This is an optimization exercise on Yosys and OpenROAD, whose aim is small area, not a production implementation.
The flow treats the clock pin as an ideal source, which a real chip does not have.
No activity file was given, so power comes from the tool's default toggle rates.

==> flow/design.v (excerpt) <==
module color_tracker #(
  parameter int SUM_BITS = 32  
) (
  input  logic        clk_pixel,
  input  logic        sys_rst,
  input  logic [15:0] pixel,
  input  logic [24:0] timing,
  input  logic [2:0]  channel_sel,
  input  logic [7:0]  lower_bound,
  input  logic [7:0]  upper_bound,
  input  logic [1:0]  bg_sel,
  input  logic [1:0]  target_sel,
  output logic [23:0] pixel_out,
  output logic [24:0] timing_out,
  output logic [10:0] x_com,
  output logic [9:0]  y_com,
  output logic        com_valid
);
For scale: ~330 flip-flops, roughly 140 I/O pins, roughly 14000 um2 of cells after synthesis.
==> module com_accumulator, before the edit <==
module com_accumulator (
  input  logic        clk_pixel,
  input  logic        sys_rst,
  input  logic        mark,        
  input  logic        new_frame,
  input  logic [10:0] hcount,
  input  logic [9:0]  vcount,
  output logic [10:0] x_com,
  output logic [9:0]  y_com,
  output logic        com_valid
);
  localparam logic [5:0] X_STEPS = 6'd11;
  localparam logic [6:0] LAST    = 7'd84;  
  logic [31:0] x_sum;    
  logic [30:0] y_sum;
  logic [21:0] count_n;  
  logic        x_carry;  
  logic        y_carry;  
  logic        busy;
  logic [6:0]  step;       
  logic        lo_carry;
  logic [10:0] lo_diff;
  logic [10:0] hi_diff;
  logic        hi_carry;   
  logic        lo_carry_q;
  logic        mark_add;
  logic        last;
  logic        clear;
  logic        sel_shift;
  logic        sel_add;
  logic        sel_sub;
  logic        sel_keep;
  logic [31:0] x_add;
  logic [30:0] y_add;
  logic        load;
  logic        keep;
  logic [10:0] h_add;
  logic [9:0]  v_add;
  logic [11:0] x_lo;
  logic        x_lo_co;
  logic [19:0] x_hi;
  logic [10:0] y_lo;
  logic        y_lo_co;
  logic [19:0] y_hi;
  logic        q_bit;
  assign mark_add = mark && !busy;
  assign h_add = mark_add ? hcount : '0;
  assign v_add = mark_add ? vcount : '0;
  rc_add #(.W(11)) x_lo_i (.a(x_sum[10:0]), .b(h_add), .ci(1'b0),
                           .s(x_lo[10:0]), .co(x_lo[11]));
  assign x_lo_co = x_lo[11] & x_sum[11];
  rc_inc #(.W(20)) x_hi_i (.a(x_sum[31:12]), .ci(x_carry), .s(x_hi), .co());
  rc_add #(.W(10)) y_lo_i (.a(y_sum[9:0]), .b(v_add), .ci(1'b0),
                           .s(y_lo[9:0]), .co(y_lo[10]));
  assign y_lo_co = y_lo[10] & y_sum[10];
  rc_inc #(.W(20)) y_hi_i (.a(y_sum[30:11]), .ci(y_carry), .s(y_hi), .co());
  rc_add #(.W(11)) div_lo_i (.a(x_sum[20:10]), .b(count_n[10:0]), .ci(1'b1),
                             .s(lo_diff), .co(lo_carry));
  rc_add #(.W(11)) div_hi_i (.a(x_sum[31:21]), .b(count_n[21:11]), .ci(lo_carry_q),
                             .s(hi_diff), .co(hi_carry));
  assign q_bit    = ((step[6:1] < X_STEPS) || step[6]) && hi_carry;
  assign last  = (step == LAST);
  assign clear = sys_rst || (busy && last);
  assign sel_shift = busy && step[0] && !clear;
  assign sel_add   = !(busy && step[0]) && !clear;
  assign sel_sub   = sel_shift && q_bit;
  assign sel_keep  = sel_shift && !q_bit;
  assign x_add     = {x_hi, x_lo[11] ^ x_sum[11], x_lo[10:0]};
  assign y_add     = {y_hi, y_lo[10] ^ y_sum[10], y_lo[9:0]};
  always_ff @(posedge clk_pixel) begin
    x_sum[31:11] <= ({hi_diff[9:0], lo_diff} & {21{sel_sub}})
                  | (x_sum[30:10] & {21{sel_keep}})
                  | (x_add[31:11] & {21{sel_add}});
    x_sum[10:0]  <= ({x_sum[9:0], y_sum[30]} & {11{sel_shift}})
                  | (x_add[10:0] & {11{sel_add}});
    y_sum        <= ({y_sum[29:0], q_bit} & {31{sel_shift}})
                  | (y_add & {31{sel_add}});
    if (clear) begin
      count_n <= '1;
      x_carry <= 1'b0;
      y_carry <= 1'b0;
    end else if (!(busy && step[0])) begin
      x_carry <= x_lo_co;
      y_carry <= y_lo_co;
      count_n <= count_n - 22'(mark_add);
    end
  end
  always_ff @(posedge clk_pixel) begin
    lo_carry_q <= lo_carry;
  end
  always_ff @(posedge clk_pixel) begin
    if (sys_rst) begin
      busy <= 1'b0;
      step <= '0;
    end else if (busy) begin
      busy <= !last;
      step <= last ? '0 : step + 1'b1;
    end else begin
      busy <= new_frame && (count_n != '1);
      step <= '0;
    end
  end
  assign load = busy && last && !sys_rst;
  assign keep = !(busy && last) && !sys_rst;
  always_ff @(posedge clk_pixel) begin
    x_com     <= (x_sum[10:0] & {11{load}}) | (x_com & {11{keep}});
    y_com     <= (y_sum[9:0] & {10{load}}) | (y_com & {10{keep}});
    com_valid <= load;
  end
endmodule
==> module color_tracker, before the edit <==
module color_tracker #(
  parameter int SUM_BITS = 32  
) (
  input  logic        clk_pixel,
  input  logic        sys_rst,
  input  logic [15:0] pixel,
  input  logic [24:0] timing,
  input  logic [2:0]  channel_sel,
  input  logic [7:0]  lower_bound,
  input  logic [7:0]  upper_bound,
  input  logic [1:0]  bg_sel,
  input  logic [1:0]  target_sel,
  output logic [23:0] pixel_out,
  output logic [24:0] timing_out,
  output logic [10:0] x_com,
  output logic [9:0]  y_com,
  output logic        com_valid
);
  logic [15:0] pix_q1, pix_q2, pix_q3, pix_q4;
  logic [24:0] tim_q1, tim_q2, tim_q3, tim_q4, tim_q5;
  logic [2:0]  rst_hist;  
  logic        rst_recent;  
  logic        tim_keep;  
  logic [7:0]  luma, chroma, channel;
  logic        in_range;
  logic [15:0] bg_q;
  logic        mask_q;
  logic        sel_cb_q;  
  color_convert color_convert_i (
    .pixel  (pix_q4),
    .sel_cb (sel_cb_q),
    .luma   (luma),
    .chroma (chroma)
  );
  channel_threshold channel_threshold_i (
    .pixel       (pix_q4),
    .luma        (luma),
    .chroma      (chroma),
    .channel_sel (channel_sel),
    .lower_bound (lower_bound),
    .upper_bound (upper_bound),
    .channel     (channel),
    .in_range    (in_range)
  );
  always_ff @(posedge clk_pixel) begin
    pix_q1   <= pixel;
    pix_q2   <= pix_q1;
    pix_q3   <= pix_q2;
    pix_q4   <= pix_q3;
    tim_q1   <= timing;
    tim_q2   <= tim_q1;
    tim_q3   <= tim_q2;
    tim_q4   <= tim_q3;
    rst_hist   <= {rst_hist[1:0], sys_rst};
    rst_recent <= sys_rst || (rst_hist != '0);
    tim_q5     <= tim_q4 & {25{tim_keep}};
    mask_q   <= in_range;
    sel_cb_q <= channel_sel[1];  
    bg_q[15:8] <= pix_q4[15:8];
    if (bg_sel == 2'b00) bg_q[7:0] <= pix_q4[7:0];
    else if (bg_sel[1]) bg_q[7:0] <= luma;
    else bg_q[7:0] <= channel;
  end
  assign tim_keep   = !(sys_rst || rst_recent);
  assign timing_out = tim_q5;
  com_accumulator com_accumulator_i (
    .clk_pixel (clk_pixel),
    .sys_rst   (sys_rst),
    .mark      (tim_q5[3] && mask_q),
    .new_frame (tim_q5[0]),
    .hcount    (tim_q5[24:14]),
    .vcount    (tim_q5[13:4]),
    .x_com     (x_com),
    .y_com     (y_com),
    .com_valid (com_valid)
  );
  overlay_mux overlay_mux_i (
    .bg_pix     (bg_q),
    .mask       (mask_q),
    .hcount     (tim_q5[24:14]),
    .vcount     (tim_q5[13:4]),
    .bg_sel     (bg_sel),
    .target_sel (target_sel),
    .x_com      (x_com),
    .y_com      (y_com),
    .pixel_out  (pixel_out)
  );
endmodule
==> flow/config.mk <==
export PLATFORM = sky130hd
export DESIGN_NAME = color_tracker
export DESIGN_NICKNAME = color_tracker
export VERILOG_FILES = /design/flow/design.v
export SDC_FILE = /design/flow/constraint.sdc
export NUM_CORES = 4
export LEC_CHECK = 0
export CAP_MARGIN = 20
export CORE_MARGIN = 2
export CORE_UTILIZATION = 40
export CTS_BUF_LIST = sky130_fd_sc_hd__clkbuf_8
export CTS_CLUSTER_DIAMETER = 80
export CTS_CLUSTER_SIZE = 16
export PLACE_DENSITY = 0.6
export SLEW_MARGIN = 20
export SYNTH_HIERARCHICAL = 1
==> flow/constraint.sdc <==
create_clock -name core_clock -period 6.7 [get_ports {clk_pixel}]
set_input_delay 1.3400 -clock core_clock [delete_from_list [all_inputs] [get_ports {clk_pixel}]]
set_output_delay 1.3400 -clock core_clock [all_outputs]
set_load 0.01 [all_outputs]
standard.sh (not shown) runs the stock make flow with config.mk's settings and CLKGATE_MAP_FILE= SYNTH_SCRIPT=/design/flow/synth_recipe.tcl, a recipe that flattens the netlist after the stock synthesis.
==> flow/flow/run.sh <==
#!/bin/bash
# The standard layout (standard synthesis and ORFS flow), with two changes:
# the port buffers use the smallest buffer cell instead of the default pick,
# and after the post-placement repair and after clock tree synthesis, cells on
# paths with slack are downsized.
set -uo pipefail
export BUFFER_PORTS_ARGS="-buffer_cell sky130_fd_sc_hd__buf_1"
export POST_RESIZE_TCL="$PWD/flow/recover.tcl"
export POST_CTS_TCL="$PWD/flow/recover_cts.tcl"
bash standard.sh finish > standard_flow.log 2>&1
==> flow/flow/recover.tcl <==
# after global placement and its design repair: give back area on paths with
# timing slack by downsizing cells
puts "recover: area before [sta::format_area [rsz::design_area] 0]"
repair_timing -recover_power 100 -verbose
puts "recover: area after [sta::format_area [rsz::design_area] 0]"
==> flow/flow/recover_cts.tcl <==
# after clock tree synthesis and its timing repair: give back area on paths
# with timing slack by downsizing cells, then legalize the placement again
puts "recover: area before [sta::format_area [rsz::design_area] 0]"
estimate_parasitics -placement
repair_timing -recover_power 100 -verbose
detailed_placement
check_placement -verbose
puts "recover: area after [sta::format_area [rsz::design_area] 0]"
The first run ran to the end with no violations.
Change:
--- a/flow/design.v
+++ b/flow/design.v
@@ -322,10 +322,4 @@
   logic        last;
   logic        clear;
-  logic        sel_shift;
-  logic        sel_add;
-  logic        sel_sub;
-  logic        sel_keep;
-  logic [31:0] x_add;
-  logic [30:0] y_add;
   logic        load;
   logic        keep;
@@ -338,4 +332,5 @@
   logic        y_lo_co;
   logic [19:0] y_hi;
+  logic [20:0] rem_next;
   logic        q_bit;
   assign mark_add = mark && !busy;
@@ -355,25 +350,20 @@
                              .s(hi_diff), .co(hi_carry));
   assign q_bit    = ((step[6:1] < X_STEPS) || step[6]) && hi_carry;
+  assign rem_next = q_bit ? {hi_diff[9:0], lo_diff} : x_sum[30:10];
   assign last  = (step == LAST);
   assign clear = sys_rst || (busy && last);
-  assign sel_shift = busy && step[0] && !clear;
-  assign sel_add   = !(busy && step[0]) && !clear;
-  assign sel_sub   = sel_shift && q_bit;
-  assign sel_keep  = sel_shift && !q_bit;
-  assign x_add     = {x_hi, x_lo[11] ^ x_sum[11], x_lo[10:0]};
-  assign y_add     = {y_hi, y_lo[10] ^ y_sum[10], y_lo[9:0]};
   always_ff @(posedge clk_pixel) begin
-    x_sum[31:11] <= ({hi_diff[9:0], lo_diff} & {21{sel_sub}})
-                  | (x_sum[30:10] & {21{sel_keep}})
-                  | (x_add[31:11] & {21{sel_add}});
-    x_sum[10:0]  <= ({x_sum[9:0], y_sum[30]} & {11{sel_shift}})
-                  | (x_add[10:0] & {11{sel_add}});
-    y_sum        <= ({y_sum[29:0], q_bit} & {31{sel_shift}})
-                  | (y_add & {31{sel_add}});
     if (clear) begin
+      x_sum   <= '0;
+      y_sum   <= '0;
       count_n <= '1;
       x_carry <= 1'b0;
       y_carry <= 1'b0;
-    end else if (!(busy && step[0])) begin
+    end else if (busy && step[0]) begin
+      x_sum <= {rem_next, x_sum[9:0], y_sum[30]};
+      y_sum <= {y_sum[29:0], q_bit};
+    end else begin
+      x_sum   <= {x_hi, x_lo[11] ^ x_sum[11], x_lo[10:0]};
+      y_sum   <= {y_hi, y_lo[10] ^ y_sum[10], y_lo[9:0]};
       x_carry <= x_lo_co;
       y_carry <= y_lo_co;
@@ -450,7 +440,5 @@
   logic [15:0] pix_q1, pix_q2, pix_q3, pix_q4;
   logic [24:0] tim_q1, tim_q2, tim_q3, tim_q4, tim_q5;
-  logic [2:0]  rst_hist;  
-  logic        rst_recent;  
-  logic        tim_keep;  
+  logic [3:0]  rst_hist;  
   logic [7:0]  luma, chroma, channel;
   logic        in_range;
@@ -483,7 +471,7 @@
     tim_q3   <= tim_q2;
     tim_q4   <= tim_q3;
-    rst_hist   <= {rst_hist[1:0], sys_rst};
-    rst_recent <= sys_rst || (rst_hist != '0);
-    tim_q5     <= tim_q4 & {25{tim_keep}};
+    rst_hist <= {rst_hist[2:0], sys_rst};
+    if (sys_rst || (rst_hist != '0)) tim_q5 <= '0;
+    else tim_q5 <= tim_q4;
     mask_q   <= in_range;
     sel_cb_q <= channel_sel[1];  
@@ -493,5 +481,4 @@
     else bg_q[7:0] <= channel;
   end
-  assign tim_keep   = !(sys_rst || rst_recent);
   assign timing_out = tim_q5;
   com_accumulator com_accumulator_i (
The changed run finished clean.
Total power goes down by 1.3%.
Via count increases by 8.7%.
Core utilization went down by 0.75 points.
Clock skew went up by 0.028 ns.
Count of clock-buffer cells in the layout is unchanged.
Worst setup slack barely changes.
Die area climbs by 3.0%.
Non-clock buffer count is unchanged.
Sequential share of layout area decreases by 0.61 points.
Final cell count climbs by 7.6%.
Fmax hardly moves.
Clock power goes down by about 9%.
Routed wire length goes up by 6.1%.
Hold slack degrades by 0.018 ns.
No functional check of the RTL was part of any run of this note.

[what the ideal ports hide]
No port has a modelled driver above. Below, the same layouts with a new extraction and two added sets of constraints. Step 1, drivers: a clkbuf_16 drives clk_pixel and a buf_2 each remaining input, both assumed. Step 2 adds t to the input delays and takes it off the output delays; t is the mean of the earliest and latest rising clock arrival at the registers after step 1. Input paths then give back, and output paths get back, about the clock's delay inside the block. Slacks: ideal / step 1 / step 2; pairs: ideal / step 1.
| run | t (ns) | slack for setup (ns) | hold slack, ns | worst setup path after step 2 | worst register clock-pin slew, ns |
|---|---|---|---|---|---|
| the first run | 0.629 | 0.399 / 0.399 / 0.399 | 0.329 / 0.329 / 0.329 | register to register | 0.11 / 0.11 |
| the second run | 0.623 | 0.396 / 0.396 / 0.396 | 0.310 / 0.310 / 0.310 | register to register | 0.11 / 0.11 |
After both steps setup and hold are still met in every run listed.
